This is an optimization exercise on Yosys and OpenROAD, whose aim is small area, a short achievable clock period and few clock cycles per item, not a production implementation.
In this exercise RTL edits were held to simulation tests only and were not proved equivalent to the original.

[flow/design.v]
module muldiv_unit #(
    parameter int XLEN = 64
) (
    input  logic            clk,
    input  logic            reset,
    input  logic            start,
    input  logic [2:0]      funct3,
    input  logic [XLEN-1:0] op_a,
    input  logic [XLEN-1:0] op_b,
    input  logic            kill,
    output logic            busy,
    output logic            done,
    output logic [XLEN-1:0] result
);
    localparam int W = 69;   
    logic ph_align, ph_mul, ph_msh, ph_div, ph_corr, ph_fix, ph_done;
    logic [5:0] cnt;
    logic [2:0] fn;
    logic       rsel;       
    logic [1:0] kz;         
    logic       a_neg, b_neg, bzero, corr;
    logic [5:0] lz_a, lz_b;
    logic       special;    
    logic [65:0] H;         
    logic [63:0] L;         
    logic [65:0] A;         
    logic x0_h, x0_l, inv0, c_one;
    logic b0_one, b0_two, b0_neg, b1_one, b1_two, b1_neg;
    logic bsy, busy_r;
    assign bsy    = ph_align | ph_mul | ph_msh | ph_div | ph_corr | ph_fix | ph_done;
    assign busy   = busy_r;
    assign done   = ph_done | (ph_align & special);
    assign result = rsel ? H[63:0] : L;
    wire accept = !bsy && start && !kill;
    function automatic logic [5:0] lzc64(input logic [63:0] x);
        logic [31:0] z1; logic [31:0] c1;
        logic [15:0] z2; logic [1:0] c2 [16];
        logic [7:0]  z3; logic [2:0] c3 [8];
        logic [3:0]  z4; logic [3:0] c4 [4];
        logic [1:0]  z5; logic [4:0] c5 [2];
        logic [5:0] c6;
        for (int g = 0; g < 32; g++) begin
            z1[g] = !x[2*g+1] && !x[2*g];
            c1[g] = !x[2*g+1];
        end
        for (int g = 0; g < 16; g++) begin
            z2[g] = z1[2*g+1] && z1[2*g];
            c2[g] = z1[2*g+1] ? {1'b1, c1[2*g]} : {1'b0, c1[2*g+1]};
        end
        for (int g = 0; g < 8; g++) begin
            z3[g] = z2[2*g+1] && z2[2*g];
            c3[g] = z2[2*g+1] ? {1'b1, c2[2*g]} : {1'b0, c2[2*g+1]};
        end
        for (int g = 0; g < 4; g++) begin
            z4[g] = z3[2*g+1] && z3[2*g];
            c4[g] = z3[2*g+1] ? {1'b1, c3[2*g]} : {1'b0, c3[2*g+1]};
        end
        for (int g = 0; g < 2; g++) begin
            z5[g] = z4[2*g+1] && z4[2*g];
            c5[g] = z4[2*g+1] ? {1'b1, c4[2*g]} : {1'b0, c4[2*g+1]};
        end
        c6 = z5[1] ? {1'b1, c5[0]} : {1'b0, c5[1]};
        lzc64 = c6;
    endfunction
    function automatic logic [2:0] booth(input logic [2:0] g);
        booth = {g[1] ^ g[0], (g == 3'b011) || (g == 3'b100), g[2] && !(g[1] && g[0])};
    endfunction
    logic [W-1:0] A_ext, H_ext, X0, X1, X2, S, C, T;
    logic [W:0]   T_ext;
    always_comb begin
        A_ext = {{(W-66){A[65]}}, A};
        H_ext = {{(W-66){H[65]}}, H};
        X0 = (x0_h ? H_ext : '0) | (x0_l ? {{(W-64){1'b0}}, L} : '0);
        X0 = X0 ^ {W{inv0}};
        X1 = (b0_one ? A_ext : '0) | (b0_two ? {A_ext[W-2:0], 1'b0} : '0);
        X1 = X1 ^ {W{b0_neg}};
        X2 = (b1_one ? A_ext : '0) | (b1_two ? {A_ext[W-2:0], 1'b0} : '0);
        X2 = X2 ^ {W{b1_neg}};
        X2 = {X2[W-3:0], b1_neg, b0_neg};
        S = X0 ^ X1 ^ X2;
        C = {(X0[W-2:0] & X1[W-2:0]) | (X0[W-2:0] & X2[W-2:0]) | (X1[W-2:0] & X2[W-2:0]), b1_neg};
        T_ext = {S, 1'b1} + {C, b1_neg | c_one};
        T = T_ext[W:1];
    end
    wire qbit = !T[W-1];    
    logic [6:0] s_full;
    logic [5:0] sft;
    always_comb begin
        s_full  = {1'b0, lz_b} - {1'b0, lz_a} + {6'd0, a_neg};
        sft     = s_full[5:0];
        special = s_full[6] || bzero;
    end
    logic n_align, n_mul, n_msh, n_div, n_corr, n_fix, n_done;
    always_comb begin
        n_align = 1'b0; n_mul = 1'b0; n_msh = 1'b0; n_div = 1'b0;
        n_corr  = 1'b0; n_fix   = 1'b0; n_done = 1'b0;
        if (!bsy) begin
            n_align = funct3[2];
            n_mul   = !funct3[2];
        end
        if (ph_align) begin
            n_div  = !special;
        end
        if (ph_mul) begin
            n_mul  = cnt != 6'd0 && !(cnt[1:0] == 2'b00 && cnt[3:2] <= kz);
            n_msh  = cnt != 6'd0 &&  (cnt[1:0] == 2'b00 && cnt[3:2] <= kz);
            n_done = cnt == 6'd0 && !corr;
            n_fix  = cnt == 6'd0 && corr;
        end
        if (ph_msh) begin
            n_msh  = cnt[3:2] != 2'd0;
            n_done = cnt[3:2] == 2'd0 && !corr;
            n_fix  = cnt[3:2] == 2'd0 && corr;
        end
        if (ph_div) begin
            n_div  = cnt != 6'd0;
            if (cnt == 6'd0) begin
                if (fn[1]) begin
                    n_fix  = qbit && a_neg;
                    n_done = qbit && !a_neg;
                    n_corr = !qbit;
                end else begin
                    n_fix  = a_neg ^ b_neg;
                    n_done = !(a_neg ^ b_neg);
                end
            end
        end
        if (ph_corr) begin
            n_fix  = a_neg;
            n_done = !a_neg;
        end
        if (ph_fix)  n_done = 1'b1;
    end
    always_ff @(posedge clk or negedge reset) begin
        if (!reset) begin
            busy_r   <= 1'b0;
            ph_align <= 1'b0;
            ph_mul   <= 1'b0;
            ph_msh   <= 1'b0;
            ph_div   <= 1'b0;
            ph_corr  <= 1'b0;
            ph_fix   <= 1'b0;
            ph_done  <= 1'b0;
        end else begin
            if ((!bsy && !(start && !kill)) || (bsy && kill && !done) || done) begin
                busy_r   <= 1'b0;
                ph_align <= 1'b0;
                ph_mul   <= 1'b0;
                ph_msh   <= 1'b0;
                ph_div   <= 1'b0;
                ph_corr  <= 1'b0;
                ph_fix   <= 1'b0;
                ph_done  <= 1'b0;
            end else begin
                busy_r   <= 1'b1;
                ph_align <= n_align;
                ph_mul   <= n_mul;
                ph_msh   <= n_msh;
                ph_div   <= n_div;
                ph_corr  <= n_corr;
                ph_fix   <= n_fix;
                ph_done  <= n_done;
            end
        end
    end
    always_ff @(posedge clk) begin
        x0_h   <= 1'b1;
        x0_l   <= 1'b0;
        inv0   <= 1'b0;
        c_one  <= 1'b0;
        {b0_one, b0_two, b0_neg} <= 3'b000;
        {b1_one, b1_two, b1_neg} <= 3'b000;
        if (n_mul) begin
            if (!bsy) begin
                x0_h <= 1'b0;
                {b0_one, b0_two, b0_neg} <= booth({op_a[1:0], 1'b0});
                {b1_one, b1_two, b1_neg} <= booth(op_a[3:1]);
            end else begin
                {b0_one, b0_two, b0_neg} <= booth(L[5:3]);
                {b1_one, b1_two, b1_neg} <= booth(L[7:5]);
            end
        end
        if (n_align) begin
            inv0  <= !funct3[0] && op_a[63];
            c_one <= !funct3[0] && op_a[63];
        end
        if (n_div) begin
            b0_one <= 1'b1;
            b0_neg <= (ph_div ? qbit : 1'b1) ^ b_neg;
        end
        if (n_corr) begin
            b0_one <= 1'b1;
            b0_neg <= b_neg;
        end
        if (n_fix) begin
            if (!fn[2]) begin
                b0_one <= 1'b1;
            end else if (fn[1]) begin
                inv0  <= 1'b1;
                c_one <= 1'b1;
            end else begin
                x0_h  <= 1'b0;
                x0_l  <= 1'b1;
                inv0  <= 1'b1;
                c_one <= 1'b1;
            end
        end
    end
    always_ff @(posedge clk) begin
        if (!bsy) begin
            fn    <= funct3;
            rsel  <= funct3[2] ? funct3[1] : (funct3[1:0] != 2'b00);
            a_neg <= funct3[2] && !funct3[0] && op_a[63];
            b_neg <= funct3[2] && !funct3[0] && op_b[63];
            bzero <= (op_b == '0);
            corr  <= (funct3 == 3'b011) && op_a[63];
            cnt   <= 6'd15;
            kz    <= (op_a[63:15] == '0 || op_a[63:15] == '1) ? 2'd3 :
                     (op_a[63:31] == '0 || op_a[63:31] == '1) ? 2'd2 :
                     (op_a[63:47] == '0 || op_a[63:47] == '1) ? 2'd1 : 2'd0;
            lz_a  <= lzc64(op_a ^ {64{!funct3[0] && op_a[63]}});
            lz_b  <= lzc64(op_b ^ {64{!funct3[0] && op_b[63]}});
            H <= {{2{!funct3[0] && op_a[63]}}, op_a};
            if (funct3[2]) begin
                A <= {{2{!funct3[0] && op_b[63]}}, op_b};
                L <= {64{op_b == '0}};
            end else begin
                A <= {{2{(funct3 == 3'b001) && op_b[63]}}, op_b};
                L <= op_a;
            end
        end else begin
            H <= ph_mul ? {T[W-1], T[W-1:4]} : ph_msh ? {{16{H[65]}}, H[65:16]} : T[65:0];
            if (ph_align) begin
                cnt <= sft;
                A   <= A << sft;
            end
            if (ph_mul) begin
                L   <= {T[3:0], L[63:4]};
                cnt <= cnt - 1'b1;
            end
            if (ph_msh) begin
                L   <= {H[15:0], L[63:16]};
                cnt <= cnt - 6'd4;
            end
            if (ph_div) begin
                L   <= {L[62:0], qbit};
                if (cnt != 6'd0) A <= {A[65], A[65:1]};
                cnt <= cnt - 1'b1;
            end
            if (ph_fix) rsel <= 1'b1;
        end
    end
endmodule
[flow/run.sh]
#!/bin/bash
# synth_recipe.tcl (not shown) runs the flow's synth.tcl, then flattens the netlist and writes it again
# the make line also repeats each setting of config.mk as NAME=value (left out here)
make -C /OpenROAD-flow-scripts/flow DESIGN_CONFIG=/design/flow/config.mk WORK_HOME=/design/flow/orfs CLKGATE_MAP_FILE= SYNTH_SCRIPT=/design/flow/synth_recipe.tcl finish
[flow/config.mk]
export PLATFORM = sky130hd
export DESIGN_NAME = muldiv_unit
export DESIGN_NICKNAME = muldiv_unit
export VERILOG_FILES = /design/flow/design.v
export SDC_FILE = /design/flow/constraint.sdc
export NUM_CORES = 4
export LEC_CHECK = 0
export CAP_MARGIN = 20
export CORE_MARGIN = 2
export CORE_UTILIZATION = 40
export SETUP_SLACK_MARGIN = 1.25
export SLEW_MARGIN = 20
[flow/constraint.sdc]
create_clock -name core_clock -period 6.0 [get_ports {clk}]
set_input_delay 1.2000 -clock core_clock [delete_from_list [all_inputs] [get_ports {clk}]]
set_output_delay 1.2000 -clock core_clock [all_outputs]
set_load 0.01 [all_outputs]
==> results of run 1 <==
==> cell usage after synthesis, types with 58 or more instances <==
cell type    n  area share
mux2_2      72       0.027
nor3_1      78       0.013
nand3_1     95       0.016
xnor2_1    141       0.041
nand2_1    422       0.053
nor2_1     314       0.039
a31oi_1    102       0.021
nand2b_1    79       0.016
mux2i_1    110       0.037
dfxtp_1    145       0.096
a211oi_1    97       0.024
a22oi_1    208       0.052
inv_1      189       0.024
edfxtp_1    87       0.087
o21ai_0    302       0.050
ha_1        91       0.038
fa_1        69       0.046
clkbuf_1   284       0.035
a21oi_1    253       0.042
mux4_2      58       0.043
o211ai_1    58       0.014
xor2_1     135       0.039
==> layer usage <==
layer	share of wire	GRT usage	vias up
li1	-	-	14500
met1	0.42	0.491	15800
met3	0.11	0.0721	261
met2	0.43	0.507	1998
met4	0.036	0.104	6
met5	0.00025	0	-
==> timing repair <==
action / CTS / global route
gates resized for setup: 18 / 69
endpoints found under the setup margin: 19 / 43
pin swaps: 4 / 11
buffers inserted: 6 / 30
endpoints found under the hold margin: 0 / 0
==> layout make-up <==
class,instances,area (sq um)
sequential,240,5770
fill,7519,40000
clock inverter,16,190
antenna,1,2.50
tap,969,1210
timing repair buffer,329,3170
clock buffer,41,886
inverter,192,731
multi-input combinational,3173,22600
==> cells by family (layout without fill, tap and decap cells) <==
group / Yosys count / after routing / share of synthesized area
compound gates: 1296 / 1296 / 0.281
simple gates: 1199 / 1199 / 0.182
buf+inv: 584 / 578 / 0.0757
xor+xnor: 278 / 278 / 0.0813
mux: 240 / 240 / 0.107
flops: 240 / 240 / 0.190
fa+ha+maj: 160 / 160 / 0.0836
other cells: 0 / 1 / 0
==> placed cells by master, fill, tap and decap left out, types with 13 or more instances in the layout <==
master           synthesis  final
a211oi_1                97     95
a21o_1                  37     37
a21oi_1                253    247
a221oi_1                22     21
a22oi_1                208    192
a22oi_2                  0     16
a31oi_1                102    100
and3_1                  32     32
buf_12                   0     13
buf_4                    7    106
clkbuf_16                0     32
clkdlybuf4s50_1          0    198
dfxtp_1                145    124
dfxtp_2                  0     14
edfxtp_1                87     87
fa_1                    69     68
ha_1                    91     85
inv_1                  189    188
mux2_2                  72     72
mux2i_1                110    110
mux4_2                  58     58
nand2_1                422    419
nand2b_1                79     79
nand3_1                 95     95
nand4_1                 50     50
nor2_1                 314    312
nor2b_1                 30     28
nor3_1                  78     78
nor4_1                  35     33
o211ai_1                58     58
o21ai_0                302    300
o21ai_1                 11     13
o21bai_1                18     18
o22ai_1                 23     23
o31ai_1                 13     13
or3_1                   22     22
xnor2_1                141    132
xor2_1                 135    127
==> through the flow <==
| step | hold WS, ps | setup WS [ps] | cell area [sq um] | instances |
|---|---|---|---|---|
| 2_1_floorplan | 455 | 1710 | 30100 | 3997 |
| 6_report | 492 | 1340 | 34600 | 4961 |
| 3_3_place_gp | 469 | 175 | 32800 | 4867 |
| 3_5_place_dp | 479 | 581 | 32800 | 4867 |
| 4_1_cts | 493 | 1250 | 34000 | 4930 |
| 5_1_grt | 508 | 1220 | 34500 | 4960 |
==> worst max-delay path, stage by stage (launching register included) <==
cell and delay (ps):
dfxtp_4 420, buf_4 170, a22oi_2 340, xor2_2 180
fa_1 520, inv_1 70, ha_1 470, o211ai_1 180
a21oi_2 240, o21ai_1 170, a21boi_0 430, a21boi_0 240
o21ai_0 250, xor2_1 450, mux2i_1 160, a221oi_1 250
==> state kept, by name, summed over array words and instances (netlist names), 2 cells and up <==
signal / count
A: 66
H: 66
L: 64
cnt: 6
lz_a: 6
lz_b: 6
fn: 2
kz: 2
==> final timing paths <==
check | cells after the start | end | start | slack (ps)
min | 2 | cnt[1] | cnt[1] | 490
min in group asynchronous | 1 | busy_r | reset | 910
max | 15 | H[19] | x0_h | 1340
max reg2reg | 15 | H[19] | x0_h | 1340
max in group asynchronous | 1 | ph_msh | reset | 4740
min reg2reg | 2 | cnt[1] | cnt[1] | 490
==> impl_metrics.yaml, run 1 <==
logic_synthesis:
  syn_inst: 3997
  synth_enable_flop_cells: 87
  ys.flop_type: "dfxtp_1"
  yosys_register_bits: 240
  synth_sequential_area_ratio: 0.190
  syn-num-nets: 4292
  async_reset_ff_frac: 0.0333
  synth.yosys.warnings: 9
  yosys.cell_types.count: 93
  synth.cell_area_sq_um: 30100
  post_synth.cell_area_avg_sq_um: 7.54
grt:
  grt_max_degree: 112
  vias_in_the_first_global_route: 29900
  grt_usage: 0.341
  global_route_wire_length_before_repair_microns: 201000
  grt.overflow.total: 0
  antenna_found_initial: 4
clock_network:
  cts-buffers-inserted: 31
  clock_insertion_delay_worst_skew_ps: 610
  holdBufCountCts: 0
  clkTransAtPathRegs_ps: 60
  cts.root.buffer_cell: "clkbuf_16"
  clock_sinks: 240
  cts_tree: "built"
  clock_tree.htree_level_count: 1
  clk_path_buf_depth: 3
route:
  wl_microns: 138000
  drt-pass1-iter-count: 6
  avgRoutedWirePerCell_microns: 27.8
  drt_drc_violations_left: 0
  dr_total_vias: 32500
  dr.first_iter.drc_count: 4660
  route.detailed.vias_per_inst: 6.55
  ant_nets: 0
die:
  floorplan.rows: 100
  boundaryPins: 201
  dieHeight_microns: 279
  chipWidth_microns: 279
  core_box_area_sq_um: 74600
  die_area_sq_um: 77600
  floorplan.initialDensity: 0.404
run_status:
  status: "no timing/DRC/antenna violations"
run:
  maxCapViolations: 0
worst_setup_path:
  critical_path_arrival_ps: 5170
  cp_data_required_time_ps: 6510
  endpoint_kind: "flop"
  worst_setup_path_start_kind: "flop"
  critPathMaxFanout: 10
  crit_type: "reg2reg"
timing:
  timing_worst_slew_pin_value_ps: 1050
  fin_tns_setup_ps: 0
  grt_setup_unrepaired: "true"
  slew_headroom: 0.300
  setup_violations: 0
  finalCritPeriodShare: 0.777
  final_max_slew_viol_count: 0
  timing_hold_violations_final: 0
  max_freq_ghz: 0.215
  fin_worst_skew_ps: 19.5
  post-route-min-period_ps: 4660
placement:
  gpl.final_weighted_congestion: 1.04
  place_hpwl_microns: 105000
  portBuffers: 200
finish:
  nNetsFinal: 4262
  area_growth_synth_to_finish_pct: 14.6
  utilization: 0.463
  layout-drive-gt1-share: 0.113
worst_hold_path:
  min-delay-path-class: "reg2reg"
Testbench counts, summed over its fixed seeds: cycles 22,812, ops 1,600.
==> run 2: changes to the inputs <==
--- a/flow/config.mk
+++ b/flow/config.mk
@@ -8,5 +8,5 @@
 export CAP_MARGIN = 20
 export CORE_MARGIN = 2
 export CORE_UTILIZATION = 40
-export SETUP_SLACK_MARGIN = 1.25
+export SETUP_SLACK_MARGIN = 1.75
 export SLEW_MARGIN = 20
==> run 2 against run 1 <==
First-iteration DRC count rose by 7.0%; final cell count increased by 1.0%; clock skew is 8.4 ps higher; critical path type unchanged; critical endpoint is now ph_done.
==> impl_metrics.yaml, run 2 <==
run_status:
  status: "no timing/DRC/antenna violations"
route:
  met3_length_microns: 17100
  dr_wl_met2_microns: 61600
  dr_total_vias: 33100
  drt-pass1-iter-count: 6
  wl_met1_microns: 58900
  avgRoutedWirePerCell_microns: 28.8
  dr.first_iter.drc_count: 4986
  top_signal_layer_used: "met5"
  route.detailed.vias_per_inst: 6.61
  wl_microns: 144000
  ant_nets: 0
  drt_drc_violations_left: 0
timing:
  setup_violations: 0
  slew_headroom: 0.292
  max_freq_ghz: 0.229
  fin_worst_skew_ps: 27.9
  final_max_slew_viol_count: 0
  post-route-min-period_ps: 4360
  fin_tns_setup_ps: 0
  holdWs_ps: 502
  finalCritPeriodShare: 0.726
  timing_hold_violations_final: 0
  timing_worst_slew_pin_value_ps: 1060
  grt_setup_unrepaired: "true"
worst_setup_path:
  worst_setup_path_start_kind: "flop"
  endpoint_kind: "flop"
  r2r-end: "ph_done"
  timing.critical_path.slowest_stage_cell: "dfxtp_4"
  critPathMaxFanout: 8
  critical_path_arrival_ps: 4830
  cp_data_required_time_ps: 6470
  timing.reg2reg.setup_slack_ps: 1640
  cp_slowest_stage_delay_ps: 530
  rr_worst_depth: 19
  critical_path.reg2reg.startpoint: "b0_one"
  critical_path.cell_chain: "buf_6 > buf_16 > a22oi_1 > xnor2_1 > fa_1 > ha_4 > o211ai_4 > a21oi_4 > buf_4 > a31oi_4 > o21ai_4 > a21oi_2 > buf_4 > o31ai_4 > xnor2_2 > buf_6 > o22ai_1 > a2111oi_1 > nor2_1"
  crit_start: "b0_one"
  crit_type: "reg2reg"
finish:
  largestRegisters: "A x66, H x66, L x64"
  layout-drive-gt1-share: 0.178
  filler_cell_count: 7300
  nNetsFinal: 4309
  area_growth_synth_to_finish_pct: 21.9
  layout.cells.most_common_list: "409 x nand2_1, 306 x nor2_1, 277 x o21ai_0"
  mostFrequentLayoutCell: "nand2_1"
clock_network:
  cts.root.buffer_cell: "clkbuf_16"
  cts-buffers-inserted: 30
  clk_path_buf_depth: 3
  clock_insertion_delay_worst_skew_ps: 600
  clkTransAtPathRegs_ps: 60
  clock_tree.htree_level_count: 1
  cts_tree: "built"
  holdBufCountCts: 0
  clock_sinks: 240
die:
  core_box_area_sq_um: 74600
  chipWidth_microns: 279
  floorplan.initialDensity: 0.404
  dieHeight_microns: 279
  boundaryPins: 201
  floorplan.rows: 100
  die_area_sq_um: 77600
placement:
  gpl.final_weighted_congestion: 0.993
  place_hpwl_microns: 106000
  portBuffers: 200
logic_synthesis:
  ys.flop_type: "dfxtp_1"
  netlist.top_cell.by_area: "dfxtp_1"
  synth_enable_flop_cells: 87
  yosys_register_bits: 240
  share_of_yosys_cell_area_claimed_by_the_top_area_cell_type: 0.0963
  synth.cell_area_sq_um: 30100
  yosys.cell_types.count: 93
  netlist_top_cells_count: "422 x nand2_1, 314 x nor2_1, 302 x o21ai_0"
  post_synth.cell_area_avg_sq_um: 7.54
  async_reset_ff_frac: 0.0333
  ys_top_cells_by_area: "dfxtp_1 9.6%, edfxtp_1 8.7%, nand2_1 5.3%"
  synth_sequential_area_ratio: 0.190
  synth.yosys.warnings: 9
  syn_inst: 3997
  syn-num-nets: 4292
  synthMostInstantiatedCell: "nand2_1"
worst_hold_path:
  min-delay-path-class: "reg2reg"
  holdPathEnd: "cnt[0]"
  cells_on_worst_hold_path: 2
  hold_path.startpoint: "cnt[0]"
grt:
  global_route_wire_length_before_repair_microns: 207000
  grt_max_degree: 112
  antenna_found_initial: 8
  vias_in_the_first_global_route: 30300
  grt.overflow.total: 0
  grt_usage: 0.352
run:
  maxCapViolations: 0
## run 2: worst max-delay path by stage
stage / to / cells after the start
floorplan: ph_done / 18
global placement: lz_b[0] / 10
CTS: inv0 / 15
global route: H[65] / 18
detailed placement: lz_b[0] / 11
finish: ph_done / 19
## run 2: cell type report
type	instances	area [sq um]	area share
Inverter	192	733	0.0199
Clock inverter	12	87.6	0.00238
Timing Repair Buffer	377	3880	0.106
Antenna cell	5	12.5	0.000340
Sequential cell	240	5790	0.157
Multi-Input combinational cell	3173	24200	0.658
Clock buffer	44	855	0.0233
Tap cell	969	1210	0.0330
## run 2: per-stage QoR
| step | utilization | cell area (sq um) | instances | worst slack, ps |
|---|---|---|---|---|
| 6_report | 0.493 | 36800 | 5012 | 1640 |
| 5_1_grt | 0.493 | 36700 | 5007 | 1500 |
| 4_1_cts | 0.468 | 34900 | 4960 | 1640 |
| 3_5_place_dp | 0.439 | 32800 | 4865 | 287 |
| 3_3_place_gp | 0.439 | 32800 | 4864 | -472 |
| 2_1_floorplan | - | 30100 | 3997 | 1750 |
## run 2: worst max-delay path, delay by kind of cell, from the launching register on
kind	cells	cell delay, ps
AO/OA/AOI/OAI	9	1570
adder cells (fa/ha/maj)	2	820
buffers and inverters	5	770
flip-flops	1	530
XOR/XNOR	2	410
AND/OR/NAND/NOR	1	70
## run 2: cells by family after synthesis
group / share of synthesized area
adders and majority gates: 0.0836
DFF: 0.190
muxes: 0.107
AOI/OAI and AO/OA: 0.281
xor gates and xnor gates: 0.0813
buffers and inverters: 0.0757
and+or+nand+nor: 0.182
## run 2: what timing repair did
item	in CTS	in global routing
gates cloned	7	5
endpoints found under the setup margin	72	84
gates resized for setup	175	274
setup buffers	32	42
hold endpoints to repair	0	0
pin swaps	52	111
## run 2: metal layers
metal  up-vias  global-route usage
li1      14600                   -
met3       341              0.0797
met5         -                   0
met2      2138               0.520
met1     16100               0.494
met4        10               0.139
==> run 3: changes to the inputs <==
--- a/flow/config.mk
+++ b/flow/config.mk
@@ -8,5 +8,5 @@
 export CAP_MARGIN = 20
 export CORE_MARGIN = 2
 export CORE_UTILIZATION = 40
-export SETUP_SLACK_MARGIN = 1.75
+export SETUP_SLACK_MARGIN = 1.5
 export SLEW_MARGIN = 20
==> run 3 against run 2 <==
Die area unchanged; core utilization fell by 1.9 points; sequential share of layout area rose by 0.61 points; still clean; count of clock-buffer cells in the layout down 3; routed wire length fell by 3.6%; area after synthesis is the same; global-route usage fell by 0.69 points; first-iteration DRC count decreased by 3.3%; clock skew decreased by 7.8 ps; via count down 0.86%; non-clock buffer count is 26 lower; flip-flop and latch count unchanged.
==> impl_metrics.yaml, run 3 <==
run_status:
  status: "no timing/DRC/antenna violations"
logic_synthesis:
  synth.cell_area_sq_um: 30100
  ys.flop_type: "dfxtp_1"
  synthMostInstantiatedCell: "nand2_1"
  yosys.cell_types.count: 93
  ys_top_cells_by_area: "dfxtp_1 9.6%, edfxtp_1 8.7%, nand2_1 5.3%"
  synth.yosys.warnings: 9
  share_of_yosys_cell_area_claimed_by_the_top_area_cell_type: 0.0963
  syn_inst: 3997
  netlist_top_cells_count: "422 x nand2_1, 314 x nor2_1, 302 x o21ai_0"
  yosys_register_bits: 240
  synth_sequential_area_ratio: 0.190
  synth_enable_flop_cells: 87
  netlist.top_cell.by_area: "dfxtp_1"
  async_reset_ff_frac: 0.0333
  post_synth.cell_area_avg_sq_um: 7.54
  syn-num-nets: 4292
timing:
  max_freq_ghz: 0.223
  post-route-min-period_ps: 4490
  timing_hold_violations_final: 0
  slew_headroom: 0.288
  finalCritPeriodShare: 0.748
  timing_worst_slew_pin_value_ps: 1070
  fin_worst_skew_ps: 20.1
  grt_setup_unrepaired: "true"
  setup_violations: 0
  fin_tns_setup_ps: 0
  final_max_slew_viol_count: 0
route:
  route.detailed.vias_per_inst: 6.59
  avgRoutedWirePerCell_microns: 27.9
  dr_total_vias: 32800
  drt-pass1-iter-count: 7
  dr.first_iter.drc_count: 4822
  drt_drc_violations_left: 0
  wl_microns: 139000
  ant_nets: 0
grt:
  met1_usage: 0.496
  grt.overflow.total: 0
  global_route_wire_length_before_repair_microns: 203000
  met3_layer_usage_reported_by_global_route: 0.0711
  grt_max_degree: 112
  global_route.peak_usage_layer: "met2"
  grt_usage: 0.345
  grt.met2_usage: 0.513
  vias_in_the_first_global_route: 30000
  antenna_found_initial: 4
clock_network:
  cts_tree: "built"
  clock_insertion_delay_worst_skew_ps: 610
  clock_sinks: 240
  clock_tree.htree_level_count: 1
  cts-buffers-inserted: 31
  clkTransAtPathRegs_ps: 60
  clk_path_buf_depth: 3
  cts.root.buffer_cell: "clkbuf_16"
worst_hold_path:
  holdPathEnd: "cnt[0]"
  hold_path.startpoint: "cnt[0]"
  cells_on_worst_hold_path: 2
  min-delay-path-class: "reg2reg"
worst_setup_path:
  critical_path_arrival_ps: 4980
  critical_path.cell_chain: "buf_6 > a22oi_1 > xnor2_1 > fa_1 > ha_1 > a21oi_1 > o21ai_1 > a31oi_2 > nor3b_4 > a21oi_4 > o21ai_2 > a21oi_1 > or3_1 > a311o_1"
  critical_path.reg2reg.startpoint: "x0_l"
  timing.critical_path.slowest_stage_cell: "fa_1"
  crit_type: "reg2reg"
  rr_worst_depth: 14
  cp_slowest_stage_delay_ps: 500
  cp_data_required_time_ps: 6490
  critPathMaxFanout: 10
  timing.reg2reg.setup_slack_ps: 1510
  r2r-end: "H[63]"
  endpoint_kind: "flop"
  crit_path_frequent_cell: "a21oi_1"
  worst_setup_path_start_kind: "flop"
finish:
  mostFrequentLayoutCell: "nand2_1"
  layout.cells.most_common_list: "416 x nand2_1, 311 x nor2_1, 295 x o21ai_0"
  nNetsFinal: 4284
  layout-drive-gt1-share: 0.138
  footprint_of_the_multi_input_gates_sq_um: 23000
  filler_cell_count: 7462
  area.sequential_sq_um: 5780
  area_growth_synth_to_finish_pct: 17.1
  largestRegisters: "A x66, H x66, L x64"
  fin_cells: 4984
placement:
  gpl.final_weighted_congestion: 1.04
  portBuffers: 200
  dp_cells: 4867
  place_hpwl_microns: 105000
die:
  chipWidth_microns: 279
  die_area_sq_um: 77600
  floorplan.rows: 100
  floorplan.initialDensity: 0.404
  dieHeight_microns: 279
  boundaryPins: 201
  core_box_area_sq_um: 74600
run:
  maxCapViolations: 0
[run 3: changes by cell type in the layout (fill, tap and decap cells not counted), moves of 13 or more]
| cell | change |
|---|---|
| ha_1 | +36 |
| ha_4 | -34 |
| a22oi_1 | +19 |
| a22oi_2 | -19 |
| o21ai_0 | +18 |
| a21oi_1 | +17 |
| buf_4 | -13 |
[run 3: per-layer routing]
metal	routed length (microns)	share of wire	up-vias
met5	10	0.000072	-
met4	4980	0.036	2
met3	16500	0.12	267
met2	59600	0.43	2087
met1	58100	0.42	16000
li1	-	-	14500
[run 3: worst max path at each step]
stage	end	cells past startpoint	slack, ps	startpoint
after global routing	H[43]	16	1390	x0_h
after floorplan	ph_done	18	1710	b0_neg
after detailed placement	lz_b[0]	12	580	funct3[0]
after CTS	H[44]	16	1490	x0_h
after global placement	lz_b[0]	12	170	funct3[0]
final	H[63]	14	1510	x0_l
[run 3: what timing repair did]
action	4_1_cts	5_1_grt
cloned	0	1
hold buffers	0	0
setup buffers	32	25
pin swaps	12	41
gates resized for setup	76	129
setup endpoints to repair	54	54
[run 3: area by class of cell]
type	count	area share
repair buffers	351	0.0979
clock buffers	41	0.0251
clock inverters	16	0.00539
flip-flops and latches	240	0.164
well taps	969	0.0343
multi-input cells	3173	0.653
inverters	192	0.0208
diodes	2	0.000142
[run 3: cells by family (layout without fill, tap and decap cells)]
logic type / count (synthesis) / after routing / synth area share
xor+xnor: 278 / 278 / 0.0813
buf+inv: 584 / 600 / 0.0757
flops: 240 / 240 / 0.190
other cells: 0 / 2 / 0
simple gates: 1199 / 1199 / 0.182
compound gates: 1296 / 1296 / 0.281
fa+ha+maj: 160 / 160 / 0.0836
mux: 240 / 240 / 0.107
[run 3: critical path, delay by kind of cell (launching register included)]
kind,cells,cell delay (ps)
flops,1,450
xor+xnor,1,450
fa+ha+maj,2,940
compound gates,8,1650
simple gates,2,660
buf+inv,1,220
[run 3: through the flow]
step                utilization  worst slack, ps  instance area, sq um  hold slack [ps]
floorplan                     -             1710                 30100              455
global placement          0.439              175                 32800              469
detailed placement        0.439              581                 32800              479
CTS                       0.462             1490                 34500              493
global route              0.473             1390                 35300              508
finish                    0.473             1510                 35300              492
==> run 4: changes to the inputs <==
--- a/flow/config.mk
+++ b/flow/config.mk
@@ -5,8 +5,8 @@
 export SDC_FILE = /design/flow/constraint.sdc
 export NUM_CORES = 4
 export LEC_CHECK = 0
-export CAP_MARGIN = 20
+export CAP_MARGIN = 5
 export CORE_MARGIN = 2
 export CORE_UTILIZATION = 40
 export SETUP_SLACK_MARGIN = 1.5
-export SLEW_MARGIN = 20
+export SLEW_MARGIN = 5
==> run 4 against run 3 <==
Still clean on timing, DRC and antenna; critical path type unchanged; critical endpoint is now ph_done; register-to-register slack about the same; count of clock-buffer cells in the layout did not move.
==> impl_metrics.yaml, run 4 <==
clock_network:
  clk_path_buf_depth: 3
  clkTransAtPathRegs_ps: 70
  clock_tree.htree_level_count: 1
  clock_sinks: 240
  cts-buffers-inserted: 31
  cts.root.buffer_cell: "clkbuf_16"
  clock_insertion_delay_worst_skew_ps: 610
  cts_tree: "built"
finish:
  mostFrequentLayoutCell: "nand2_1"
  diodes: 0
  largestRegisters: "A x66, H x66, L x64"
  layout-drive-gt1-share: 0.142
  area.sequential_sq_um: 5780
  nNetsFinal: 4293
  utilization: 0.476
  layout.cells.most_common_list: "417 x nand2_1, 311 x nor2_1, 293 x o21ai_0"
  filler_cell_count: 7466
  area_growth_synth_to_finish_pct: 17.8
  footprint_of_the_multi_input_gates_sq_um: 23100
worst_setup_path:
  critPathMaxFanout: 7
  endpoint_kind: "flop"
  cpLargestDelayFamily: "compound AO/OA/AOI/OAI gates"
  critical_path_arrival_ps: 4960
  crit_type: "reg2reg"
  critical_path_buf_inv_count: 5
  crit_start: "x0_l"
  critical_path.cell_chain: "clkbuf_4 > buf_4 > a22oi_2 > xor2_2 > fa_1 > inv_1 > ha_4 > o21ai_1 > o211ai_1 > a31oi_4 > o21ai_4 > a21oi_2 > buf_4 > o31ai_4 > xnor2_2 > buf_6 > o22ai_1 > a2111oi_1 > nor2_1"
  crit_path_frequent_cell: "buf_4"
  worst_setup_path_start_kind: "flop"
  cp_data_required_time_ps: 6480
  critical_path.reg2reg.startpoint: "x0_l"
  timing.critical_path.slowest_stage_cell: "fa_1"
  cp_slowest_stage_delay_ps: 510
route:
  dr_total_vias: 32700
  drt-pass1-iter-count: 7
  ant_nets: 0
  dr_wl_met2_microns: 60000
  route.detailed.vias_per_inst: 6.56
  met3_length_microns: 16000
  dr.first_iter.drc_count: 4998
  avgRoutedWirePerCell_microns: 28.0
  top_signal_layer_used: "met5"
  wl_met1_microns: 58600
  wl_microns: 140000
  drt_drc_violations_left: 0
logic_synthesis:
  share_of_yosys_cell_area_claimed_by_the_top_area_cell_type: 0.0963
  yosys.cell_types.count: 93
  syn-num-nets: 4292
  yosys_register_bits: 240
  ys.flop_type: "dfxtp_1"
  post_synth.cell_area_avg_sq_um: 7.54
  async_reset_ff_frac: 0.0333
  ys_top_cells_by_area: "dfxtp_1 9.6%, edfxtp_1 8.7%, nand2_1 5.3%"
  synth_sequential_area_ratio: 0.190
  synth_enable_flop_cells: 87
  netlist.top_cell.by_area: "dfxtp_1"
  synth.yosys.warnings: 9
  netlist_top_cells_count: "422 x nand2_1, 314 x nor2_1, 302 x o21ai_0"
  synthMostInstantiatedCell: "nand2_1"
  synth.cell_area_sq_um: 30100
  syn_inst: 3997
die:
  floorplan.initialDensity: 0.404
  chipWidth_microns: 279
  dieHeight_microns: 279
  floorplan.rows: 100
  boundaryPins: 201
  core_box_area_sq_um: 74600
  die_area_sq_um: 77600
timing:
  fin_worst_skew_ps: 27.9
  final_max_slew_viol_count: 0
  grt_setup_unrepaired: "true"
  timing_worst_slew_pin_value_ps: 1290
  slew_headroom: 0.136
  fin_tns_setup_ps: 0
  setup_violations: 0
  timing_hold_violations_final: 0
  max_freq_ghz: 0.223
  finalCritPeriodShare: 0.746
  post-route-min-period_ps: 4480
run_status:
  status: "no timing/DRC/antenna violations"
grt:
  grt_max_degree: 112
  grt_usage: 0.345
  vias_in_the_first_global_route: 29800
  antenna_found_initial: 3
  global_route_wire_length_before_repair_microns: 203000
  grt.overflow.total: 0
worst_hold_path:
  hold_path.startpoint: "cnt[1]"
  min-delay-path-class: "reg2reg"
placement:
  gpl.final_weighted_congestion: 1.04
  place_hpwl_microns: 105000
  portBuffers: 200
run:
  maxCapViolations: 0
run 4: cell types whose count changed in the layout (fill, tap and decap cells not counted), sizes merged:
| cell | change |
|---|---|
| buf | +8 |
| bufinv | -1 |
| clkbuf | +1 |
| clkinvlp | +1 |
| diode | -2 |
| dlygate4sd2 | +1 |
| dlymetal6s2s | -1 |
run 4: per-stage QoR:
step	hold slack, ps	area [sq um]	std cells	setup slack, ps
2_1_floorplan	455	30100	3997	1710
3_3_place_gp	469	32800	4867	175
3_5_place_dp	486	32800	4867	562
4_1_cts	495	34500	4949	1490
5_1_grt	512	35500	4991	1390
6_report	494	35500	4991	1520
run 4: kinds of logic after synthesis:
logic type               share of synthesized area
AO/OA/AOI/OAI                                0.281
AND/OR/NAND/NOR                              0.182
buffers and inverters                       0.0757
XOR/XNOR                                    0.0813
multiplexers                                 0.107
flip-flops                                   0.190
adder cells (fa/ha/maj)                     0.0836
run 4: final timing paths:
check / endpoint / slack [ps] / cells after the start
max: ph_done / 1520 / 19
min: cnt[1] / 490 / 2
max reg2reg: ph_done / 1520 / 19
min reg2reg: cnt[1] / 490 / 2
max in group asynchronous: ph_div / 4730 / 1
min in group asynchronous: busy_r / 920 / 1
run 4: final cells by class:
cell class,instances,share of cell area
clock buffers,41,0.0271
clock inverters,16,0.00476
inverters,192,0.0206
multi-input cells,3173,0.650
flip-flops and latches,240,0.163
well taps,969,0.0341
repair buffers,360,0.100
run 4: worst register-to-register path, stage by stage (launching register included):
cell and delay (ps):
dfxtp_4 400, clkbuf_4 220, buf_4 160, a22oi_2 310
xor2_2 180, fa_1 510, inv_1 80, ha_4 340
o21ai_1 100, o211ai_1 280, a31oi_4 80, o21ai_4 220
a21oi_2 80, buf_4 180, o31ai_4 320, xnor2_2 150
buf_6 170, o22ai_1 100, a2111oi_1 420, nor2_1 70
run 4: routing by layer:
layer  global-route usage  vias up
met5                    0        -
met4                0.111        4
met3               0.0759      281
met2                0.511     1996
met1                0.494    15900
li1                     -    14600
run 4: timing repair:
item / 4_1_cts / 5_1_grt
setup endpoints to repair: 53 / 57
gates cloned: 0 / 1
gates resized for setup: 71 / 154
setup buffers: 25 / 41
hold buffers: 0 / 0
pin swaps: 11 / 52
==> run 5: changes to the inputs <==
--- a/flow/design.v
+++ b/flow/design.v
@@ -207,19 +207,21 @@
         end
     end
     always_ff @(posedge clk) begin
+        lz_a <= lzc64(op_a ^ {64{!funct3[0] && op_a[63]}});
+        lz_b <= lzc64(op_b ^ {64{!funct3[0] && op_b[63]}});
+        bzero <= (op_b == '0);
+    end
+    always_ff @(posedge clk) begin
         if (!bsy) begin
             fn    <= funct3;
             rsel  <= funct3[2] ? funct3[1] : (funct3[1:0] != 2'b00);
             a_neg <= funct3[2] && !funct3[0] && op_a[63];
             b_neg <= funct3[2] && !funct3[0] && op_b[63];
-            bzero <= (op_b == '0);
             corr  <= (funct3 == 3'b011) && op_a[63];
             cnt   <= 6'd15;
             kz    <= (op_a[63:15] == '0 || op_a[63:15] == '1) ? 2'd3 :
                      (op_a[63:31] == '0 || op_a[63:31] == '1) ? 2'd2 :
                      (op_a[63:47] == '0 || op_a[63:47] == '1) ? 2'd1 : 2'd0;
-            lz_a  <= lzc64(op_a ^ {64{!funct3[0] && op_a[63]}});
-            lz_b  <= lzc64(op_b ^ {64{!funct3[0] && op_b[63]}});
             H <= {{2{!funct3[0] && op_a[63]}}, op_a};
             if (funct3[2]) begin
                 A <= {{2{!funct3[0] && op_b[63]}}, op_b};
--- a/flow/config.mk
+++ b/flow/config.mk
@@ -5,8 +5,8 @@
 export SDC_FILE = /design/flow/constraint.sdc
 export NUM_CORES = 4
 export LEC_CHECK = 0
-export CAP_MARGIN = 5
+export CAP_MARGIN = 20
 export CORE_MARGIN = 2
 export CORE_UTILIZATION = 40
 export SETUP_SLACK_MARGIN = 1.5
-export SLEW_MARGIN = 5
+export SLEW_MARGIN = 20
==> run 5 against run 4 <==
Still clean on timing, DRC and antenna; worst setup slack lost 54 ps; worst hold slack gained 9.5 ps; non-clock buffer count shrank 19; die area shrank 0.43%; clock skew grew 21 ps; area after synthesis shrank 0.44%; critical path depth is the same; count of clock-buffer cells in the layout shrank 2; global-route usage shrank 0.70 points; highest routed layer unchanged.
==> impl_metrics.yaml, run 5 <==
route:
  drt_drc_violations_left: 0
  dr.first_iter.drc_count: 4722
  avgRoutedWirePerCell_microns: 28.2
  route.detailed.vias_per_inst: 6.57
  wl_microns: 140000
  ant_nets: 0
  drt-pass1-iter-count: 6
  dr_total_vias: 32700
placement:
  dp_cells: 4853
  place_ws_ps: 756
  place_hpwl_microns: 102000
  gpl.final_weighted_congestion: 1.00
  portBuffers: 200
  detailed_place.area_sq_um: 32600
clock_network:
  clk_path_buf_depth: 3
  cts_tree: "built"
  clkTransAtPathRegs_ps: 60
  holdBufCountCts: 0
  clock_insertion_delay_worst_skew_ps: 650
  clock_tree.htree_level_count: 1
  cts.root.buffer_cell: "clkbuf_16"
  clock_sinks: 240
  cts-buffers-inserted: 30
logic_synthesis:
  synth_enable_flop_cells: 74
  syn_inst: 3997
  synth_sequential_area_ratio: 0.186
  synth.yosys.warnings: 9
  share_of_yosys_cell_area_claimed_by_the_top_area_cell_type: 0.105
  yosys_register_bits: 240
  synthMostInstantiatedCell: "nand2_1"
  netlist_top_cells_count: "422 x nand2_1, 314 x nor2_1, 302 x o21ai_0"
  synth.cell_area_sq_um: 30000
  netlist.top_cell.by_area: "dfxtp_1"
  async_reset_ff_frac: 0.0333
  syn-num-nets: 4292
  yosys.cell_types.count: 93
  ys_top_cells_by_area: "dfxtp_1 11%, edfxtp_1 7.4%, nand2_1 5.3%"
  ys.flop_type: "dfxtp_1"
  post_synth.cell_area_avg_sq_um: 7.51
finish:
  mostFrequentLayoutCell: "nand2_1"
  diodes: 0
  filler_cell_count: 7416
  area.sequential_sq_um: 5650
  utilization: 0.478
  finalInstanceArea_sq_um: 35600
  area_growth_synth_to_finish_pct: 18.5
  layout.cells.most_common_list: "418 x nand2_1, 310 x nor2_1, 292 x o21ai_0"
  fin_cells: 4970
  nNetsFinal: 4273
  layout-drive-gt1-share: 0.147
  footprint_of_the_multi_input_gates_sq_um: 23400
  largestRegisters: "A x66, H x66, L x64"
worst_setup_path:
  endpoint_kind: "flop"
  critical_path_arrival_ps: 4900
  timing.critical_path.slowest_stage_cell: "fa_1"
  cp_data_required_time_ps: 6370
  crit_type: "reg2reg"
  critPathMaxFanout: 11
  crit_path_frequent_cell: "buf_4"
  cp_slowest_stage_delay_ps: 470
  worst_setup_path_start_kind: "flop"
  critical_path.cell_chain: "buf_4 > a22oi_1 > xor2_1 > fa_1 > inv_1 > ha_1 > nand4_1 > nor4_4 > buf_4 > a221oi_2 > o21ai_0 > a211oi_2 > o31ai_4 > xnor2_2 > buf_4 > buf_4 > and2_1 > nor2_1 > a32oi_1"
timing:
  finalCritPeriodShare: 0.755
  grt_setup_unrepaired: "true"
  setup_violations: 0
  slew_headroom: 0.290
  timing_hold_violations_final: 0
  setup_ws_ps: 1470
  fin_worst_skew_ps: 48.8
  max_freq_ghz: 0.221
  holdWs_ps: 503
  fin_tns_setup_ps: 0
  post-route-min-period_ps: 4530
  timing_worst_slew_pin_value_ps: 1060
  final_max_slew_viol_count: 0
grt:
  vias_in_the_first_global_route: 29400
  grt_max_degree: 86
  grt_usage: 0.338
  global_route_wire_length_before_repair_microns: 199000
  antenna_found_initial: 1
  grt.overflow.total: 0
die:
  floorplan.initialDensity: 0.404
  chipWidth_microns: 278
  die_area_sq_um: 77200
  core_box_area_sq_um: 74300
  floorplan.rows: 100
  boundaryPins: 201
  dieHeight_microns: 278
worst_hold_path:
  min-delay-path-class: "reg2reg"
run:
  maxCapViolations: 0
run_status:
  status: "no timing/DRC/antenna violations"
run 5: timing repair:
item | in CTS | in global routing
setup buffers | 17 | 29
endpoints found under the setup margin | 50 | 50
gates resized for setup | 91 | 159
cloned | 3 | 13
pin swaps | 10 | 43
run 5: worst max-delay path, delay by kind of cell (launching register included):
kind,cells,cell delay (ps)
AOI/OAI and AO/OA,6,1250
and+or+nand+nor,4,610
buffers and inverters,5,730
xor gates and xnor gates,2,470
DFF,1,390
adders and majority gates,2,790
run 5: per-layer routing:
metal  GRT usage  wire [microns]
met5           0               8
met4       0.154            7350
met3      0.0534           14200
met2       0.509           61400
met1       0.473           57400
run 5: area by class of cell:
cell class / count / share of cell area
clock buffers: 39 / 0.0232
flip-flops and latches: 240 / 0.159
well taps: 969 / 0.0341
multi-input cells: 3173 / 0.657
inverters: 192 / 0.0206
clock inverters: 16 / 0.00651
repair buffers: 341 / 0.0994
run 5: cells by family after synthesis:
logic type / after synthesis / synth area share
DFF: 240 / 0.186
muxes: 240 / 0.107
adders and majority gates: 160 / 0.0840
and+or+nand+nor: 1199 / 0.183
AOI/OAI and AO/OA: 1296 / 0.282
buffers and inverters: 584 / 0.0760
xor gates and xnor gates: 278 / 0.0816
run 5: worst paths after layout:
kind	from	endpoint	slack [ps]	cells after the start
max in group asynchronous	reset	ph_msh	4820	1
worst min-delay path	cnt[1]	cnt[1]	500	2
min in group asynchronous	reset	ph_done	860	1
worst max register to register	x0_l	H[65]	1470	19
worst min register to register	cnt[1]	cnt[1]	500	2
worst max-delay path	x0_l	H[65]	1470	19
Testbench counts of run 5, summed over its fixed seeds: cycles 22,812, ops 1,600.
==> run 6: changes to the inputs <==
--- a/flow/design.v
+++ b/flow/design.v
@@ -62,6 +62,22 @@
         c6 = z5[1] ? {1'b1, c5[0]} : {1'b0, c5[1]};
         lzc64 = c6;
     endfunction
+    function automatic logic [W:0] add_skl(input logic [W:0] a, input logic [W:0] b);
+        logic [W:0] g, p, gn, pn;
+        g = a & b;
+        p = a ^ b;
+        for (int l = 0; l < 7; l++) begin
+            gn = g; pn = p;
+            for (int i = 0; i <= W; i++) begin
+                if (((i >> l) & 1) == 1) begin
+                    gn[i] = g[i] | (p[i] & g[((i >> l) << l) - 1]);
+                    pn[i] = p[i] & p[((i >> l) << l) - 1];
+                end
+            end
+            g = gn; p = pn;
+        end
+        add_skl = (a ^ b) ^ {g[W-1:0], 1'b0};
+    endfunction
     function automatic logic [2:0] booth(input logic [2:0] g);
         booth = {g[1] ^ g[0], (g == 3'b011) || (g == 3'b100), g[2] && !(g[1] && g[0])};
     endfunction
@@ -79,7 +95,7 @@
         X2 = {X2[W-3:0], b1_neg, b0_neg};
         S = X0 ^ X1 ^ X2;
         C = {(X0[W-2:0] & X1[W-2:0]) | (X0[W-2:0] & X2[W-2:0]) | (X1[W-2:0] & X2[W-2:0]), b1_neg};
-        T_ext = {S, 1'b1} + {C, b1_neg | c_one};
+        T_ext = add_skl({S, 1'b1}, {C, b1_neg | c_one});
         T = T_ext[W:1];
     end
     wire qbit = !T[W-1];    
@@ -207,21 +223,19 @@
         end
     end
     always_ff @(posedge clk) begin
-        lz_a <= lzc64(op_a ^ {64{!funct3[0] && op_a[63]}});
-        lz_b <= lzc64(op_b ^ {64{!funct3[0] && op_b[63]}});
-        bzero <= (op_b == '0);
-    end
-    always_ff @(posedge clk) begin
         if (!bsy) begin
             fn    <= funct3;
             rsel  <= funct3[2] ? funct3[1] : (funct3[1:0] != 2'b00);
             a_neg <= funct3[2] && !funct3[0] && op_a[63];
             b_neg <= funct3[2] && !funct3[0] && op_b[63];
+            bzero <= (op_b == '0);
             corr  <= (funct3 == 3'b011) && op_a[63];
             cnt   <= 6'd15;
             kz    <= (op_a[63:15] == '0 || op_a[63:15] == '1) ? 2'd3 :
                      (op_a[63:31] == '0 || op_a[63:31] == '1) ? 2'd2 :
                      (op_a[63:47] == '0 || op_a[63:47] == '1) ? 2'd1 : 2'd0;
+            lz_a  <= lzc64(op_a ^ {64{!funct3[0] && op_a[63]}});
+            lz_b  <= lzc64(op_b ^ {64{!funct3[0] && op_b[63]}});
             H <= {{2{!funct3[0] && op_a[63]}}, op_a};
             if (funct3[2]) begin
                 A <= {{2{!funct3[0] && op_b[63]}}, op_b};
==> run 6 against run 5 <==
Cell area fell by 2.5%; critical endpoint is now H[29]; still clean on timing, DRC and antenna; final cell count decreased by 4.3%; worst hold slack improved by 7.2 ps; die area decreased by 3.6%.
==> impl_metrics.yaml, run 6 <==
route:
  drt-pass1-iter-count: 8
  dr.first_iter.drc_count: 4462
  avgRoutedWirePerCell_microns: 27.8
  top_signal_layer_used: "met4"
  route.detailed.vias_per_inst: 6.47
  dr_total_vias: 30800
  wl_microns: 132000
  ant_nets: 0
  dr_wl_met2_microns: 55400
  drt_drc_violations_left: 0
  met3_length_microns: 15400
  wl_met1_microns: 52900
logic_synthesis:
  ys_top_cells_by_area: "dfxtp_1 10%, edfxtp_1 9.0%, mux2i_1 6.6%"
  synth.yosys.warnings: 9
  yosys_register_bits: 240
  synth_enable_flop_cells: 87
  syn_inst: 3720
  post_synth.cell_area_avg_sq_um: 7.78
  netlist.top_cell.by_area: "dfxtp_1"
  synth.cell_area_sq_um: 28900
  async_reset_ff_frac: 0.0333
  synthMostInstantiatedCell: "nand2_1"
  synth_sequential_area_ratio: 0.198
  ys.flop_type: "dfxtp_1"
  syn-num-nets: 4021
  netlist_top_cells_count: "344 x nand2_1, 295 x o21ai_0, 255 x clkbuf_1"
  yosys.cell_types.count: 96
  share_of_yosys_cell_area_claimed_by_the_top_area_cell_type: 0.100
timing:
  fin_worst_skew_ps: 31.2
  final_max_slew_viol_count: 0
  timing_hold_violations_final: 0
  finalCritPeriodShare: 0.774
  setup_ws_ps: 1360
  grt_setup_unrepaired: "true"
  slew_headroom: 0.213
  max_freq_ghz: 0.215
  timing_worst_slew_pin_value_ps: 1180
  fin_tns_setup_ps: 0
  post-route-min-period_ps: 4640
  setup_violations: 0
worst_setup_path:
  cp_data_required_time_ps: 6400
  endpoint_kind: "flop"
  cpLargestDelayFamily: "compound AO/OA/AOI/OAI gates"
  timing.critical_path.slowest_stage_cell: "fa_1"
  crit_start: "x0_l"
  critical_path_buf_inv_count: 3
  r2r-end: "H[29]"
  critical_path.reg2reg.startpoint: "x0_l"
  crit_type: "reg2reg"
  rr_worst_depth: 16
  worst_setup_path_start_kind: "flop"
  critical_path.cell_chain: "clkbuf_16 > a22oi_1 > xor2_1 > fa_1 > inv_1 > ha_1 > nand2_1 > or3_4 > or3_4 > buf_4 > nand2_1 > a41o_1 > a21o_1 > a21oi_1 > xor2_1 > a221oi_1"
  cp_slowest_stage_delay_ps: 510
  endpoint: "H[29]"
  timing.reg2reg.setup_slack_ps: 1360
  critPathMaxFanout: 20
  critical_path_arrival_ps: 5050
  crit_cells: 16
clock_network:
  cts_tree: "built"
  holdBufCountCts: 0
  clock_sinks: 240
  clock_tree.htree_level_count: 2
  clock_insertion_delay_worst_skew_ps: 590
  clk_path_buf_depth: 3
  cts.root.buffer_cell: "clkbuf_16"
  clkTransAtPathRegs_ps: 60
  cts-buffers-inserted: 34
die:
  floorplan.rows: 98
  dieHeight_microns: 273
  chipWidth_microns: 273
  boundaryPins: 201
  die_area_sq_um: 74500
  floorplan.initialDensity: 0.405
  core_box_area_sq_um: 71500
run:
  maxCapViolations: 0
grt:
  grt_usage: 0.337
  global_route_wire_length_before_repair_microns: 189000
  antenna_found_initial: 2
  grt_max_degree: 110
  grt.overflow.total: 0
  vias_in_the_first_global_route: 27900
placement:
  place_hpwl_microns: 96900
  place_ws_ps: 912
  portBuffers: 200
  gpl.final_weighted_congestion: 1.04
worst_hold_path:
  min-delay-path-class: "reg2reg"
  hold_path.startpoint: "cnt[2]"
finish:
  area_growth_synth_to_finish_pct: 19.8
  utilization: 0.485
  filler_cell_count: 7012
  mostFrequentLayoutCell: "nand2_1"
  largestRegisters: "A x66, H x66, L x64"
  layout-drive-gt1-share: 0.145
  layout.cells.most_common_list: "341 x nand2_1, 285 x o21ai_0, 237 x nor2_1"
  nNetsFinal: 4079
run_status:
  status: "no timing/DRC/antenna violations"
run 6: cell type report:
cell class | count | area, sq um | area share
clock inverters | 14 | 146 | 0.00422
inverters | 187 | 712 | 0.0205
diodes | 1 | 2.50 | 0.0000722
flip-flops and latches | 240 | 5790 | 0.167
well taps | 950 | 1190 | 0.0343
repair buffers | 379 | 3840 | 0.111
multi-input cells | 2936 | 22000 | 0.635
clock buffers | 48 | 975 | 0.0281
run 6: logic make-up after synthesis:
logic type               share of synthesized area
AND/OR/NAND/NOR                              0.166
multiplexers                                 0.125
buffers and inverters                       0.0730
flip-flops                                   0.198
adder cells (fa/ha/maj)                     0.0913
XOR/XNOR                                    0.0814
AO/OA/AOI/OAI                                0.266
run 6: metal layers:
layer  global-route usage  vias up
li1                     -    13700
met1                0.464    14700
met2                0.490     2044
met3               0.0720      393
met4                0.184        0
met5                    0        -
run 6: tightest hold or removal path, stage by stage (launching register included):
cell,delay [ps]
dfxtp_1,350
nand2_1,70
nand2_1,50
run 6: stage by stage:
step | area [sq um] | hold slack (ps) | std cells
after floorplan | 29000 | 461 | 3720
after global placement | 31600 | 500 | 4595
after detailed placement | 31600 | 490 | 4595
after CTS | 33300 | 499 | 4685
after global routing | 34700 | 546 | 4754
final | 34700 | 510 | 4755
run 6: what timing repair did:
item,CTS,global route
resized for setup,50,131
setup endpoints to repair,47,49
cloned,3,8
setup buffers,25,60
pin swaps,11,51
run 6: how the worst min path moves through the flow:
stage	endpoint	cells past startpoint
global placement	cnt[2]	2
floorplan	cnt[2]	2
global route	cnt[2]	2
finish	cnt[2]	2
CTS	cnt[2]	2
detailed placement	cnt[2]	2
Testbench counts of run 6, summed over its fixed seeds: cycles 22,812, ops 1,600.
==> run 7: changes to the inputs <==
--- a/flow/config.mk
+++ b/flow/config.mk
@@ -8,5 +8,5 @@
 export CAP_MARGIN = 20
 export CORE_MARGIN = 2
 export CORE_UTILIZATION = 40
-export SETUP_SLACK_MARGIN = 1.5
+export SETUP_SLACK_MARGIN = 2.0
 export SLEW_MARGIN = 20
==> run 7 against run 6 <==
Fmax increased by 3.6%; flip-flop and latch count unchanged; core utilization increased by 4.0 points; highest routed layer is now met5; final cell count increased by 1.7%; critical endpoint is now H[57]; critical path depth increased by 3.
==> impl_metrics.yaml, run 7 <==
timing:
  slew_headroom: 0.140
  finalCritPeriodShare: 0.747
  setup_violations: 0
  post-route-min-period_ps: 4480
  final_max_slew_viol_count: 0
  holdWs_ps: 501
  setup_ws_ps: 1520
  max_freq_ghz: 0.223
  timing_worst_slew_pin_value_ps: 1280
  fin_tns_setup_ps: 0
  timing_hold_violations_final: 0
  fin_worst_skew_ps: 18.1
  grt_setup_unrepaired: "true"
route:
  drt-pass1-iter-count: 8
  ant_nets: 0
  route.detailed.vias_per_inst: 6.53
  dr.first_iter.drc_count: 4729
  avgRoutedWirePerCell_microns: 28.4
  dr_total_vias: 31600
  wl_microns: 137000
  drt_drc_violations_left: 0
finish:
  area_growth_synth_to_finish_pct: 29.6
  filler_cell_count: 6553
  layout-drive-gt1-share: 0.232
  utilization: 0.525
  layout.cells.most_common_list: "335 x nand2_1, 221 x nor2_1, 220 x o21ai_0"
  mostFrequentLayoutCell: "nand2_1"
  fin_cells: 4838
  largestRegisters: "A x66, H x66, L x64"
  nNetsFinal: 4166
placement:
  place_hpwl_microns: 95900
  dp_cells: 4575
  gpl.final_weighted_congestion: 1.04
  portBuffers: 200
  place_ws_ps: 594
clock_network:
  clock_sinks: 240
  cts_tree: "built"
  cts.root.buffer_cell: "clkbuf_16"
  clock_tree.htree_level_count: 1
  clock_insertion_delay_worst_skew_ps: 610
  cts-buffers-inserted: 29
  clkTransAtPathRegs_ps: 60
  clk_path_buf_depth: 3
logic_synthesis:
  synth-compound-area-share: 0.266
  combinational_family_with_the_most_area_after_synthesis: "compound AO/OA/AOI/OAI gates"
  yosys.cell_types.count: 96
  synthMostInstantiatedCell: "nand2_1"
  async_reset_ff_frac: 0.0333
  synth.cell_area_sq_um: 28900
  syn_inst: 3720
  yosys.area_share.simple: 0.166
  synth.yosys.warnings: 9
  ys_top_cells_by_area: "dfxtp_1 10%, edfxtp_1 9.0%, mux2i_1 6.6%"
  netlist_top_cells_count: "344 x nand2_1, 295 x o21ai_0, 255 x clkbuf_1"
  ys.flop_type: "dfxtp_1"
  yosys_register_bits: 240
  synth_xor_area_frac: 0.0814
  synth_sequential_area_ratio: 0.198
  synth.mux.area_fraction: 0.125
  synth_enable_flop_cells: 87
  syn-num-nets: 4021
  post_synth_fa_ha_maj_area_fraction: 0.0913
  netlist.top_cell.by_area: "dfxtp_1"
  post_synth.cell_area_avg_sq_um: 7.78
  share_of_yosys_cell_area_claimed_by_the_top_area_cell_type: 0.100
run:
  maxCapViolations: 0
worst_hold_path:
  min-delay-path-class: "reg2reg"
  cells_on_worst_hold_path: 2
worst_setup_path:
  critical_path_arrival_ps: 4980
  worst_setup_path_start_kind: "flop"
  endpoint_kind: "flop"
  critPathMaxFanout: 8
  cp_data_required_time_ps: 6490
  rr_worst_depth: 19
  crit_type: "reg2reg"
grt:
  grt.overflow.total: 0
  global_route_wire_length_before_repair_microns: 195000
  grt_usage: 0.347
  vias_in_the_first_global_route: 28900
  antenna_found_initial: 2
  grt_max_degree: 139
die:
  core_box_area_sq_um: 71500
  floorplan.initialDensity: 0.405
  dieHeight_microns: 273
  floorplan.rows: 98
  boundaryPins: 201
  chipWidth_microns: 273
  die_area_sq_um: 74500
run_status:
  status: "no timing/DRC/antenna violations"
run 7: cell counts after synthesis:
Identical to the previous run, type by type.
run 7: per-stage QoR:
| step | instance area, sq um |
|---|---|
| 2_1_floorplan | 29600 |
| 3_3_place_gp | 31800 |
| 3_5_place_dp | 31800 |
| 4_1_cts | 35400 |
| 5_1_grt | 37500 |
| 6_report | 37500 |
run 7: cells by family (layout without fill, tap and decap cells):
logic type | Yosys count | count (layout)
multiplexers | 306 | 306
adder cells (fa/ha/maj) | 166 | 166
XOR/XNOR | 268 | 269
AND/OR/NAND/NOR | 1024 | 1027
flip-flops | 240 | 240
AO/OA/AOI/OAI | 1171 | 1171
buffers and inverters | 545 | 708
other | 0 | 1
run 7: final timing paths:
| check | startpoint | to | slack, ps |
|---|---|---|---|
| min in group asynchronous | reset | ph_msh | 900 |
| hold / removal | cnt[2] | cnt[2] | 500 |
| hold reg to reg | cnt[2] | cnt[2] | 500 |
| setup reg to reg | x0_h | H[57] | 1520 |
| max in group asynchronous | reset | ph_div | 4760 |
| setup / recovery | x0_h | H[57] | 1520 |
run 7: worst max-delay path: stages, from the launching register on:
cell      delay, ps
dfxtp_4         420
buf_12          170
a22oi_2         240
xor2_2          150
fa_1            510
inv_1            70
ha_1            280
nand2_1          90
or3_4           400
or3_4           420
a21oi_4         170
buf_12          160
o21ai_4          80
buf_4           150
buf_6           120
a211oi_4        280
nor2_2           80
xor2_2          260
o21bai_1         90
a22o_1          220
run 7: area by class of cell:
| class | instances | area, sq um | share of cell area |
|---|---|---|---|
| Clock inverter | 16 | 129 | 0.00344 |
| Timing Repair Buffer | 468 | 4940 | 0.132 |
| Clock buffer | 37 | 776 | 0.0207 |
| Tap cell | 950 | 1190 | 0.0317 |
| Inverter | 187 | 714 | 0.0190 |
| Multi-Input combinational cell | 2939 | 24000 | 0.639 |
| Sequential cell | 240 | 5790 | 0.154 |
| Antenna cell | 1 | 2.50 | 0.0000667 |
run 7: timing repair:
| item | 4_1_cts | 5_1_grt |
|---|---|---|
| buffers inserted | 117 | 77 |
| setup endpoints to repair | 141 | 127 |
| gates resized for setup | 303 | 315 |
| cloned | 7 | 8 |
| pin swaps | 136 | 146 |
| hold buffers | 0 | 0 |
run 7: per-layer routing:
layer	part of all wire	routed length (microns)	track usage
met5	0.000073	10	0
met4	0.062	8470	0.171
met3	0.13	17600	0.0841
met2	0.42	58300	0.518
met1	0.38	52800	0.466

## static timing again, ports no longer ideal
The results above use ideal ports. As a check the final layouts listed here were re-extracted and re-timed, cells and wires unchanged.
Step 1: set_driving_cell puts a clkbuf_16 on clk and a buf_2 on each other input, an assumption about the parent block.
Step 2 also shifts input and output timing later by t, the mid clock arrival at the registers, as if the neighbouring blocks saw the same clock.
a / b / c = ideal / step 1 / step 2; a / b = the first two.
run | t, ns | slack for setup (ns) | worst setup path after step 2 | worst register clock-pin slew, ns
run 1 | 0.663 | 1.340 / 1.311 / 0.955 | input to register | 0.07 / 0.07
run 2 | 0.654 | 1.643 / 1.643 / 1.314 | input to register | 0.07 / 0.07
run 3 | 0.665 | 1.510 / 1.510 / 1.118 | input to register | 0.07 / 0.07
run 4 | 0.665 | 1.522 / 1.522 / 1.242 | input to register | 0.07 / 0.07
run 5 | 0.686 | 1.468 / 1.468 / 1.127 | input to register | 0.07 / 0.07
run 6 | 0.631 | 1.357 / 1.357 / 1.116 | input to register | 0.07 / 0.07
run 7 | 0.666 | 1.517 / 1.517 / 1.376 | input to register | 0.08 / 0.08
After both steps setup and hold are still met in every run listed. For run 3, which loses most, drivers alone change the setup slack by 0.000 ns; drivers and shift together by -0.392 ns.
